This is an optimization exercise on Yosys and OpenROAD, whose aim is small area, not a production implementation.
RTL that was checked went through simulation tests only; none was proved equivalent to the original.
Power and IR drop assume default switching activity.

== red ==
Design timestamp_extract, start of the top module:
module timestamp_extract #(
   parameter logic [11:0] SYNC_VLAN_ID = 12'h05A,
   parameter int          FIFO_DEPTH   = 16,
   parameter int          NUM_SLOTS    = 3
) (
   input  logic                        axis_aclk,
   input  logic                        axis_areset,
   input  logic                        i_axis_tvalid,
   input  logic [511:0]                i_axis_tdata,
   input  logic [63:0]                 i_axis_tkeep,
   input  logic                        i_axis_tlast,
   input  logic                        i_axis_tready,
   input  logic [63:0]                 i_curr_tick,
   output logic                        o_rec_valid,
   input  logic                        i_rec_ready,
   output logic [161:0]                o_rec_data,
   output logic                        o_rec_last,
   output logic [$clog2(FIFO_DEPTH):0] o_fifo_level,
   output logic                        o_sync_seen,
   output logic [31:0]                 o_rec_count,
   output logic [31:0]                 o_drop_count
);
export LEC_CHECK = 0
export CAP_MARGIN = 20
export CORE_MARGIN = 2
export CORE_UTILIZATION = 50
export SLEW_MARGIN = 20
export SYNTH_HIERARCHICAL = 1
export SYNTH_MINIMUM_KEEP_SIZE = 0
create_clock -name core_clock -period 6.0 [get_ports {axis_aclk}]
standard.sh (not shown) runs the stock make flow with config.mk's settings and CLKGATE_MAP_FILE= SYNTH_SCRIPT=/design/flow/synth_recipe.tcl, a recipe that flattens the netlist after the stock synthesis.
==> flow/flow/run.sh <==
#!/bin/bash
# The standard layout, with single-drive port buffers and a clock tree of clkbuf_8
# clusters of up to 16 flops (no dummy loads). ORFS output goes to standard_flow.log here,
# and each step's full log to orfs/logs/.
set -euo pipefail
export BUFFER_PORTS_ARGS="-buffer_cell sky130_fd_sc_hd__buf_1"
export CTS_ARGS="-sink_clustering_enable -repair_clock_nets -dont_use_dummy_load -buf_list {sky130_fd_sc_hd__clkbuf_8} -sink_clustering_size 16 -sink_clustering_max_diameter 60"
bash standard.sh > standard_flow.log 2>&1
Inputs modified between red and blue:
# red
export LEC_CHECK = 0
export CAP_MARGIN = 20
export CORE_MARGIN = 2
export CORE_UTILIZATION = 50
export SLEW_MARGIN = 20
export SYNTH_HIERARCHICAL = 1
export SYNTH_MINIMUM_KEEP_SIZE = 0
create_clock -name core_clock -period 6.0 [get_ports {axis_aclk}]
# blue
export LEC_CHECK = 0
export CAP_MARGIN = 20
export CORE_MARGIN = 2
export CORE_UTILIZATION = 65
export SLEW_MARGIN = 20
export SYNTH_HIERARCHICAL = 1
export SYNTH_MINIMUM_KEEP_SIZE = 0
create_clock -name core_clock -period 6.0 [get_ports {axis_aclk}]
--- outcome ---
- Arrival time at the worst endpoint (lower): red
- Met2 wire length: blue < red
- The layout-stage area growth over the synthesis result of blue falls short of that of red by 1.4 points.
- When blue is measured against red, its combinational power turns out about 3% lower.
- Changes observed in blue relative to red: portion of the clock cycle consumed by the worst path in the final layout saw an increase; tapcell count saw a decrease.
No run of this note included a check of the RTL's function; only the layout flow was run.

========
The RTL this note starts from:
==> flow/design.v <==
module te_aoi222 (
   input  logic a0, b0, a1, b1, a2, b2,
   output logic y
);
   assign y = ~((a0 & b0) | (a1 & b1) | (a2 & b2));
endmodule
module te_nand2 (
   input  logic a, b,
   output logic y
);
   assign y = ~(a & b);
endmodule
module te_o21a (
   input  logic a1, a2, b,
   output logic y
);
   assign y = (a1 | a2) & b;
endmodule
module te_and7 (
   input  logic [6:0] a,
   output logic       y
);
   assign y = &a;
endmodule
module te_rdbit (
   input  logic [15:0] mn,
   input  logic [15:0] sel,
   input  logic        v,
   output logic        y
);
   logic [5:0] g;
   for (genvar j = 0; j < 5; j++) begin : g_aoi
      te_aoi222 u_aoi (
         .a0(sel[3*j]),   .b0(mn[3*j]),
         .a1(sel[3*j+1]), .b1(mn[3*j+1]),
         .a2(sel[3*j+2]), .b2(mn[3*j+2]),
         .y (g[j])
      );
   end
   te_nand2 u_nand (.a(sel[15]), .b(mn[15]), .y(g[5]));
   te_and7 u_and (.a({v, g}), .y(y));
endmodule
module te_dec16 (
   input  logic        en,
   input  logic [3:0]  a,
   output logic [15:0] y
);
   always_comb begin
      for (int i = 0; i < 16; i++) begin
         y[i] = en && (a == 4'(i));
      end
   end
endmodule
module timestamp_extract #(
   parameter logic [11:0] SYNC_VLAN_ID = 12'h05A,
   parameter int          FIFO_DEPTH   = 16,
   parameter int          NUM_SLOTS    = 3
) (
   input  logic                        axis_aclk,
   input  logic                        axis_areset,
   input  logic                        i_axis_tvalid,
   input  logic [511:0]                i_axis_tdata,
   input  logic [63:0]                 i_axis_tkeep,
   input  logic                        i_axis_tlast,
   input  logic                        i_axis_tready,
   input  logic [63:0]                 i_curr_tick,
   output logic                        o_rec_valid,
   input  logic                        i_rec_ready,
   output logic [161:0]                o_rec_data,
   output logic                        o_rec_last,
   output logic [$clog2(FIFO_DEPTH):0] o_fifo_level,
   output logic                        o_sync_seen,
   output logic [31:0]                 o_rec_count,
   output logic [31:0]                 o_drop_count
);
   localparam int AW = 4;
   localparam int LW = 5;
   localparam int RW = 163;
   logic          state_mid;
   logic          beat_acc;
   logic          sync_beat;
   logic          busy;
   logic          capture;
   logic          drop_busy;
   logic [2:0]    occ_mask;
   logic [2:0]    pend_mask;
   logic [2:0]    rem_mask;
   logic [95:0]   slot_q [3];    
   logic [95:0]   cur_slot_n;
   logic [1:0]    cur_idx;
   logic [63:0]   rx_tick_q;
   logic [RW-1:0] push_n;
   logic [RW-1:0] mem_n [16];
   logic [RW-1:0] rd_word;
   logic [15:0]   wr_sel;
   logic [15:0]   rd_sel;
   logic [AW-1:0] wr_ptr;
   logic [AW-1:0] rd_ptr;
   logic [LW-1:0] fifo_level;
   logic          full;
   logic          pop;
   logic          wr_en;
   logic          drop_full;
   logic          sel0, sel1, sel2;
   assign beat_acc  = i_axis_tvalid & i_axis_tready;
   assign sync_beat = beat_acc && !state_mid
                      && (i_axis_tdata[103:96] == 8'h81) && (i_axis_tdata[111:104] == 8'h00)
                      && ({i_axis_tdata[115:112], i_axis_tdata[127:120]} == SYNC_VLAN_ID);
   assign busy      = |pend_mask;
   assign capture   = sync_beat & ~busy;
   assign drop_busy = sync_beat & busy;
   always_comb begin
      for (int k = 0; k < 3; k++) begin
         occ_mask[k] = (i_axis_tdata[144+96*k +: 32] != 32'hDEADBEEF)
                       && (&i_axis_tkeep[18+12*k +: 12]);
      end
   end
   assign sel0 = pend_mask[0];
   assign sel1 = ~pend_mask[0] & pend_mask[1];
   assign sel2 = ~pend_mask[0] & ~pend_mask[1];
   logic f0, f1, f2, s1, s2;
   assign f0 = ~busy & occ_mask[0];
   assign f1 = ~busy & ~occ_mask[0] & occ_mask[1];
   assign f2 = ~busy & ~occ_mask[0] & ~occ_mask[1];
   assign s1 = ~busy & occ_mask[0] & occ_mask[1];
   assign s2 = ~busy & ~(occ_mask[0] & occ_mask[1]);
   for (genvar b = 0; b < 96; b++) begin : g_stage
      logic first_n, rec1_d, rec2_d;
      te_aoi222 u_first (
         .a0(f0), .b0(i_axis_tdata[144+b]),
         .a1(f1), .b1(i_axis_tdata[240+b]),
         .a2(f2), .b2(i_axis_tdata[336+b]),
         .y (first_n)
      );
      te_o21a u_rec1 (.a1(~busy), .a2(slot_q[1][b]), .b(first_n), .y(rec1_d));
      te_aoi222 u_rec2 (
         .a0(busy), .b0(slot_q[2][b]),
         .a1(s1),   .b1(i_axis_tdata[240+b]),
         .a2(s2),   .b2(i_axis_tdata[336+b]),
         .y (rec2_d)
      );
      always_ff @(posedge axis_aclk) begin
         slot_q[0][b] <= rec1_d;
         slot_q[1][b] <= rec2_d;
         slot_q[2][b] <= i_axis_tdata[336+b];
      end
      assign cur_slot_n[b] = slot_q[0][b];
   end
   assign cur_idx  = {sel2, sel1};
   assign rem_mask = {pend_mask[2] & ~sel2, pend_mask[1] & ~sel1, 1'b0};
   assign push_n   = {~cur_idx, cur_slot_n, ~rx_tick_q, (rem_mask != 3'b000)};
   assign full      = fifo_level[AW];
   assign pop       = o_rec_valid & i_rec_ready;
   assign wr_en     = busy & (~full | pop);
   assign drop_full = busy & full & ~pop;
   te_dec16 u_wdec (.en(wr_en), .a(wr_ptr), .y(wr_sel));
   te_dec16 u_rdec (.en(1'b1),  .a(rd_ptr), .y(rd_sel));
   for (genvar b = 0; b < RW; b++) begin : g_rd
      logic [15:0] col;
      for (genvar i = 0; i < 16; i++) begin : g_col
         assign col[i] = mem_n[i][b];
      end
      te_rdbit u_rd (.mn(col), .sel(rd_sel), .v(o_rec_valid), .y(rd_word[b]));
   end
   assign o_rec_valid  = (fifo_level != '0);
   assign o_rec_data   = rd_word[RW-1:1];
   assign o_rec_last   = rd_word[0];
   assign o_fifo_level = fifo_level;
   always_ff @(posedge axis_aclk) begin
      for (int i = 0; i < 16; i++) begin
         if (wr_sel[i]) begin
            mem_n[i] <= push_n;
         end
      end
   end
   always_ff @(posedge axis_aclk) begin
      if (capture) begin
         rx_tick_q <= i_curr_tick;
      end
   end
   always_ff @(posedge axis_aclk or posedge axis_areset) begin
      if (axis_areset) begin
         state_mid    <= 1'b0;
         pend_mask    <= '0;
         o_sync_seen  <= 1'b0;
         wr_ptr       <= '0;
         rd_ptr       <= '0;
         fifo_level   <= '0;
         o_rec_count  <= '0;
         o_drop_count <= '0;
      end else begin
         if (beat_acc) begin
            state_mid <= ~i_axis_tlast;
         end
         o_sync_seen <= capture;
         if (capture) begin
            pend_mask <= occ_mask;
         end else if (busy) begin
            pend_mask <= rem_mask;
         end
         if (wr_en) begin
            wr_ptr <= wr_ptr + AW'(1);
         end
         if (pop) begin
            rd_ptr <= rd_ptr + AW'(1);
         end
         case ({wr_en, pop})
            2'b10:   fifo_level <= fifo_level + LW'(1);
            2'b01:   fifo_level <= fifo_level - LW'(1);
            default: fifo_level <= fifo_level;
         endcase
         if (wr_en && (o_rec_count != '1)) begin
            o_rec_count <= o_rec_count + 32'd1;
         end
         if (drop_busy | drop_full) begin
            if (o_drop_count[31:1] == '1) begin
               o_drop_count <= '1;
            end else begin
               o_drop_count <= o_drop_count + {30'd0, drop_busy & drop_full, drop_busy ^ drop_full};
            end
         end
      end
   end
endmodule
clock: 6.0 ns
lec_check: 0
cap_margin: 5
core_margin: 2
core_utilization: 80
slew_margin: 5
synth_hierarchical: 1
synth_minimum_keep_size: 0
Scripts as last shown in full above: flow/flow/run.sh
The first run ran to the end with no violations.
Next try:
Settings changed: CAP_MARGIN 5 to 0, CORE_UTILIZATION 80 to 75, SLEW_MARGIN 5 to 0.
Clock power hardly moves.
Area after synthesis stays the same.
Global-route usage came out lower by 3.5 points.
First-iteration DRC count came out lower by 9.3%.
Cell area hardly moves.
Sequential cell count does not change.
Register-to-register slack is better by 0.69 ns.
Critical path depth came out higher by 1.
Clock skew is higher by 0.0062 ns.
Non-clock buffer count fell by 15.
Worst setup slack gets better by 0.23 ns.
Next try:
Settings changed: CAP_MARGIN 0 to 5, SLEW_MARGIN 0 to 5.
Outcome:
- hold slack is unchanged
- critical path depth is unchanged
- final area does not change

========
old:
Another version of the RTL of timestamp_extract (not shown whole).
For scale: about 3000 flip-flops, about 880 I/O pins, ~110000 sq um of cells after synthesis.
Settings: LEC_CHECK=0, CAP_MARGIN=20, CORE_MARGIN=2, CORE_UTILIZATION=65, SLEW_MARGIN=20, SYNTH_HIERARCHICAL=1, SYNTH_MINIMUM_KEEP_SIZE=0; clock period 6.0 ns.
Scripts as last shown in full above: flow/flow/run.sh
old reached the end of the flow, and the finished layout is clean on the timing, DRC and antenna checks.
Changes in new relative to old:
Settings: CAP_MARGIN now 5, was 20; CORE_UTILIZATION now 75, was 65; SLEW_MARGIN now 5, was 20.
==> run summary <==
Looking at new and old, the internal cell power is a wash. Number of sinks on the clock net of new is on par with old. Of new and old, it is new that has the higher via density per instance. The higher shortest clock period the worst path allows after layout of new and old is in new. new ended with more global placer's final weighted congestion than old. Leftover overflow at the end of global routing came out exactly the same in new and old. Against old, new reports a wire length that is lower. Timing endpoint of the critical path: o_rec_data[131] -> new, o_rec_data[157] -> old. | switching share of total power | new vs old | ≈ equal |. Between new and old, hold slack is lower for old, new comes in above that. When new is measured against old, its minimum setup slack in the final design turns out 0.18 ns lower.

[port drivers added, routing unchanged]
Ports are ideal in the flow. The routed layouts listed here were re-timed in OpenROAD.
Step 1 assumes that a clkbuf_16 drives the clock port and a buf_2 every other input.
Step 2, shift: input delay + t, output delay - t, t = (earliest + latest rising clock arrival at the registers) / 2. This alone moves slack from input paths to output paths.
a / b / c = ideal / step 1 / step 2; a / b = the first two.
run | t, ns | setup WS [ns] | clock arrival spread, ns
red | 1.087 | 0.329 / 0.237 / 0.695 | 0.147 / 0.147
blue | 1.064 | 0.283 / 0.187 / 1.143 | 0.078 / 0.078
the first run of note 2 | 1.032 | 0.197 / 0.114 / 0.660 | 0.063 / 0.063
the second run of note 2 | 1.028 | 0.425 / 0.333 / 0.981 | 0.073 / 0.073
the third run of note 2 | 1.028 | 0.425 / 0.333 / 0.981 | 0.073 / 0.073
old | 1.048 | 0.448 / 0.352 / 0.693 | 0.078 / 0.078
new | 1.027 | 0.269 / 0.186 / 0.807 | 0.076 / 0.075
After both steps setup and hold are still met in every run listed.
